Background: an optimization exercise with open tools, aiming at small area, a short achievable clock period and few clock cycles per item. Do not read the settings as production practice.
In this exercise RTL edits were held to simulation tests only and were not proved equivalent to the original.
Power figures rest on the tool's default switching activity, not on a simulated workload.

## apply_front
module apply_front (
	input logic clk,
	input logic reset,
	input logic in_valid,
	output logic in_ready,
	input logic [3-1:0] in_id,
	input logic in_negate,
	input logic [1:0] in_op,
	input logic [16-1:0] in_f,
	input logic [16-1:0] in_g,
	output logic var_req_valid,
	input logic var_req_ready,
	output logic [16-2:0] var_req_node,
	input logic var_resp_valid,
	input logic [8-1:0] var_resp_var,
	input logic cfg_write,
	input logic [8-1:0] cfg_address,
	input logic [32-1:0] cfg_wdata,
	output logic out_valid,
	input logic out_ready,
	output logic [3-1:0] out_id,
	output logic out_negate,
	output logic [1:0] out_op,
	output logic [16-1:0] out_f,
	output logic [16-1:0] out_g,
	output logic out_hit,
	output logic [16-1:0] out_result,
	output logic [8-1:0] out_top,
	output logic out_fetch_f,
	output logic out_fetch_g,
	output logic out_quantify
);
Size: ~1400 cells after synthesis, ~600 flip-flops, roughly 25000 sq um of cells after synthesis.
export LEC_CHECK = 0
export CAP_MARGIN = 20
export CORE_MARGIN = 2
export CORE_UTILIZATION = 40
export CTS_BUF_LIST = sky130_fd_sc_hd__clkbuf_8
export CTS_CLUSTER_DIAMETER = 60
export CTS_CLUSTER_SIZE = 16
export SETUP_SLACK_MARGIN = 3.15
export SLEW_MARGIN = 20
create_clock -name core_clock -period 5.5 [get_ports {clk}]
run.sh (not shown) runs the stock make flow with config.mk's settings and CLKGATE_MAP_FILE= SYNTH_SCRIPT=/design/flow/synth_recipe.tcl, a recipe that flattens the netlist after the stock synthesis.
Testbench counts at the start, summed over its fixed seeds: cycles 9,328, items 4,000.
==> next run, changes <==
==> flow/flow/run.sh (new file) <==
#!/bin/bash
# Layout flow: the standard flow, with plain buf_1 cells as the port
# buffers instead of the default choice. Everything else is unchanged.
set -euo pipefail
export BUFFER_PORTS_ARGS="-buffer_cell sky130_fd_sc_hd__buf_1"
bash standard.sh > standard_flow.log 2>&1
==> flow/standard.sh (new file) <==
#!/bin/bash
# synth_recipe.tcl (not shown) runs the flow's synth.tcl, then flattens the netlist and writes it again
# the make line also repeats each setting of config.mk as NAME=value (left out here)
make -C /OpenROAD-flow-scripts/flow DESIGN_CONFIG=/design/flow/config.mk WORK_HOME=/design/flow/orfs CLKGATE_MAP_FILE= SYNTH_SCRIPT=/design/flow/synth_recipe.tcl "${@:-finish}"
removed: flow/run.sh
The changed run ran to the end with no violations.
Wire length decreases by 2.7%.
Worst setup slack improved by 0.0097 ns.
Total power is about the same.
Final area went down by 2.0%.
Combinational power rose by 4.6%.
Cell count hardly moves.
Via count shrinks by 0.82%.
Flip-flop and latch count stays the same.
Non-clock buffer count went up by 3.
Synthesized cell count does not change.
Die area is unchanged.
==> next run, changes <==
==> flow/flow/run.sh (replaced) <==
#!/bin/bash
# Layout flow: the standard flow, with plain buf_2 cells as the port
# buffers instead of the default choice. Everything else is unchanged.
set -euo pipefail
export BUFFER_PORTS_ARGS="-buffer_cell sky130_fd_sc_hd__buf_2"
bash standard.sh > standard_flow.log 2>&1
The new run passed the timing, DRC and antenna checks.
Power is about the same.
Register-to-register slack gets better by 0.02 ns.
Combinational power went down by about 2%.
Fmax is about the same.
Design area went down by 0.33%.
Die area is unchanged.
Clock skew went up by 0.0072 ns.
Flip-flop and latch count is unchanged.
Worst hold slack gets better by 0.013 ns.
Count of clock-buffer cells in the layout went up by 1.
Utilization went down by 0.15 points.


Setup of run A:
Another version of the RTL of apply_front (not shown whole).
For scale: ~600 flip-flops, about 26,000 um^2 of cells after synthesis.
Settings: LEC_CHECK=0, CAP_MARGIN=20, CORE_MARGIN=2, CORE_UTILIZATION=40, CTS_BUF_LIST=sky130_fd_sc_hd__clkbuf_16, CTS_CLUSTER_DIAMETER=80, CTS_CLUSTER_SIZE=24, SETUP_SLACK_MARGIN=3.15, SLEW_MARGIN=20; clock period 5.5 ns.
Stock flow here: none of the scripts above is used.
Testbench counts of run A, summed over its fixed seeds: cycles 9,328, items 4,000.
Edits applied to the flow inputs when going from run A to run B:
Settings: clearing CTS_CLUSTER_DIAMETER, which used to be 80; clearing CTS_CLUSTER_SIZE, which used to be 24; swapping sky130_fd_sc_hd__clkbuf_16 for sky130_fd_sc_hd__clkbuf_8 in CTS_BUF_LIST.
Findings:
- Looking at net total in the final layout, run B sits 21 higher than run A does.
- Power share of the clock group for run B: 8.7 points up relative to run A
- When run B is set beside run A, its average wire per cell in the routed design turns out to be about 6.4% smaller.
- Run B vs run A: routing usage on met3 up in run B
- Net switching fraction of the power (run B over run A): decrease, 0.96 points
- Relative to run A, the via count measured on run B has increased slightly.
- Higher final hold slack was reported by run A, not run B.
- Run B reports a higher proportion of layout cells with a drive suffix above 1 than run A does.
- Relative to run A, run B improves worst setup margin.
- Area overhead of the layout relative to synthesis of run B is on par with run A.
- Looking only at critical path depth, and setting everything else aside, the higher value of run B and run A goes to run A.
Modified inputs, run C compared to run B
Settings: a change of CORE_UTILIZATION from 40 to 60.
Findings:
Run B has higher post-layout minimum cycle time than run C.
Taking run B as the reference, in run C area fraction in compound gates after synthesis barely changed, worst hold slack barely changed.


RTL: one of the versions met above, not the one the previous note started from.
Size: ~1,400 cells after synthesis, about 600 flip-flops, ~180 I/O pins, ~25,000 um^2 of cells after synthesis.
Settings: LEC_CHECK=0, CAP_MARGIN=20, CORE_MARGIN=2, CORE_UTILIZATION=40, CTS_BUF_LIST=sky130_fd_sc_hd__clkbuf_8, CTS_CLUSTER_DIAMETER=60, CTS_CLUSTER_SIZE=16, SETUP_SLACK_MARGIN=3.15, SLEW_MARGIN=20; clock period 5.5 ns.
standard.sh (not shown) runs the stock make flow with config.mk's settings and CLKGATE_MAP_FILE= SYNTH_SCRIPT=/design/flow/synth_recipe.tcl, a recipe that flattens the netlist after the stock synthesis.
==> flow/flow/run.sh <==
#!/bin/bash
# Layout flow: the standard flow, with plain buf_2 cells as the port
# buffers instead of the default choice, and without the timing repair at
# floorplan (before placement); the repairs after placement, CTS and global
# routing still run. Everything else is unchanged.
set -euo pipefail
export BUFFER_PORTS_ARGS="-buffer_cell sky130_fd_sc_hd__buf_2"
export REMOVE_ABC_BUFFERS=1
bash standard.sh > standard_flow.log 2>&1
Testbench counts at the start, summed over its fixed seeds: cycles 9,328, items 4,000.
Next try:
==> flow/run.sh (new file) <==
#!/bin/bash
# synth_recipe.tcl (not shown) runs the flow's synth.tcl, then flattens the netlist and writes it again
# the make line also repeats each setting of config.mk as NAME=value (left out here)
make -C /OpenROAD-flow-scripts/flow DESIGN_CONFIG=/design/flow/config.mk WORK_HOME=/design/flow/orfs CLKGATE_MAP_FILE= SYNTH_SCRIPT=/design/flow/synth_recipe.tcl finish
CORE_UTILIZATION = 60   (was 40)
removed: flow/flow/run.sh
removed: flow/standard.sh
What happened: The changed run completed with no timing, DRC or antenna violations; critical path depth is higher by 4; routed wire length shrinks by 2.6%; final cell count decreases by 12%; global-route usage went up by 8.5 points; count of clock-buffer cells in the layout fell by 1; total power rose by 1.1%; via count rose by 0.90%.
Next try:
==> flow/flow/run.sh (new file) <==
#!/bin/bash
# Layout flow: the standard flow, with plain buf_2 cells as the port
# buffers instead of the default choice. Everything else is unchanged.
set -euo pipefail
export BUFFER_PORTS_ARGS="-buffer_cell sky130_fd_sc_hd__buf_2"
bash standard.sh > standard_flow.log 2>&1
==> flow/standard.sh (new file) <==
#!/bin/bash
# synth_recipe.tcl (not shown) runs the flow's synth.tcl, then flattens the netlist and writes it again
# the make line also repeats each setting of config.mk as NAME=value (left out here)
make -C /OpenROAD-flow-scripts/flow DESIGN_CONFIG=/design/flow/config.mk WORK_HOME=/design/flow/orfs CLKGATE_MAP_FILE= SYNTH_SCRIPT=/design/flow/synth_recipe.tcl "${@:-finish}"
removed: flow/run.sh
Result:
- The new run completed with no timing, DRC or antenna violations
- critical path depth went up by 3
- area after synthesis is unchanged
- clock power went down by about 4%
- final area shrinks by 3.1%
- wire length shrinks by 5.0%
- utilization decreases by 2.2 points
- die area is unchanged
- total power decreases by 3.1%
- synthesized cell count is unchanged
- worst hold slack got worse by 6.6 ps
- worst setup slack loses 5.9 ps

-- afterwards: timing with drivers on the ports --
Ports are ideal in the flow. The routed layouts listed here were re-timed in OpenROAD.
Step 1 assumes that a clkbuf_16 drives the clock port and a buf_2 every other input.
Step 2 also shifts input and output timing later by t, the mid clock arrival at the registers, as if the neighbouring blocks saw the same clock.
Slacks: ideal ports / drivers / drivers and shift; pairs: ideal ports / drivers.
run | t, ns | setup slack, ns | latest minus earliest clock arrival (ns)
the first run of note 1 | 0.726 | 3.039 / 2.983 / 2.403 | 0.052 / 0.052
the second run of note 1 | 0.716 | 3.049 / 2.991 / 2.413 | 0.055 / 0.055
the third run of note 1 | 0.718 | 3.055 / 2.997 / 2.429 | 0.061 / 0.061
run A | 0.643 | 2.998 / 2.976 / 2.333 | 0.038 / 0.037
run B | 0.760 | 3.060 / 2.999 / 2.302 | 0.047 / 0.047
run C | 0.720 | 3.069 / 3.037 / 2.343 | 0.026 / 0.026
the first run of note 3 | 0.723 | 3.096 / 3.035 / 2.394 | 0.056 / 0.056
the second run of note 3 | 0.690 | 3.125 / 3.074 / 2.422 | 0.030 / 0.031
the third run of note 3 | 0.701 | 3.119 / 3.083 / 2.382 | 0.035 / 0.034
After both steps every run listed still meets setup and hold. For run B, which loses most, drivers alone change the setup slack by -0.061 ns; drivers and shift together by -0.758 ns.
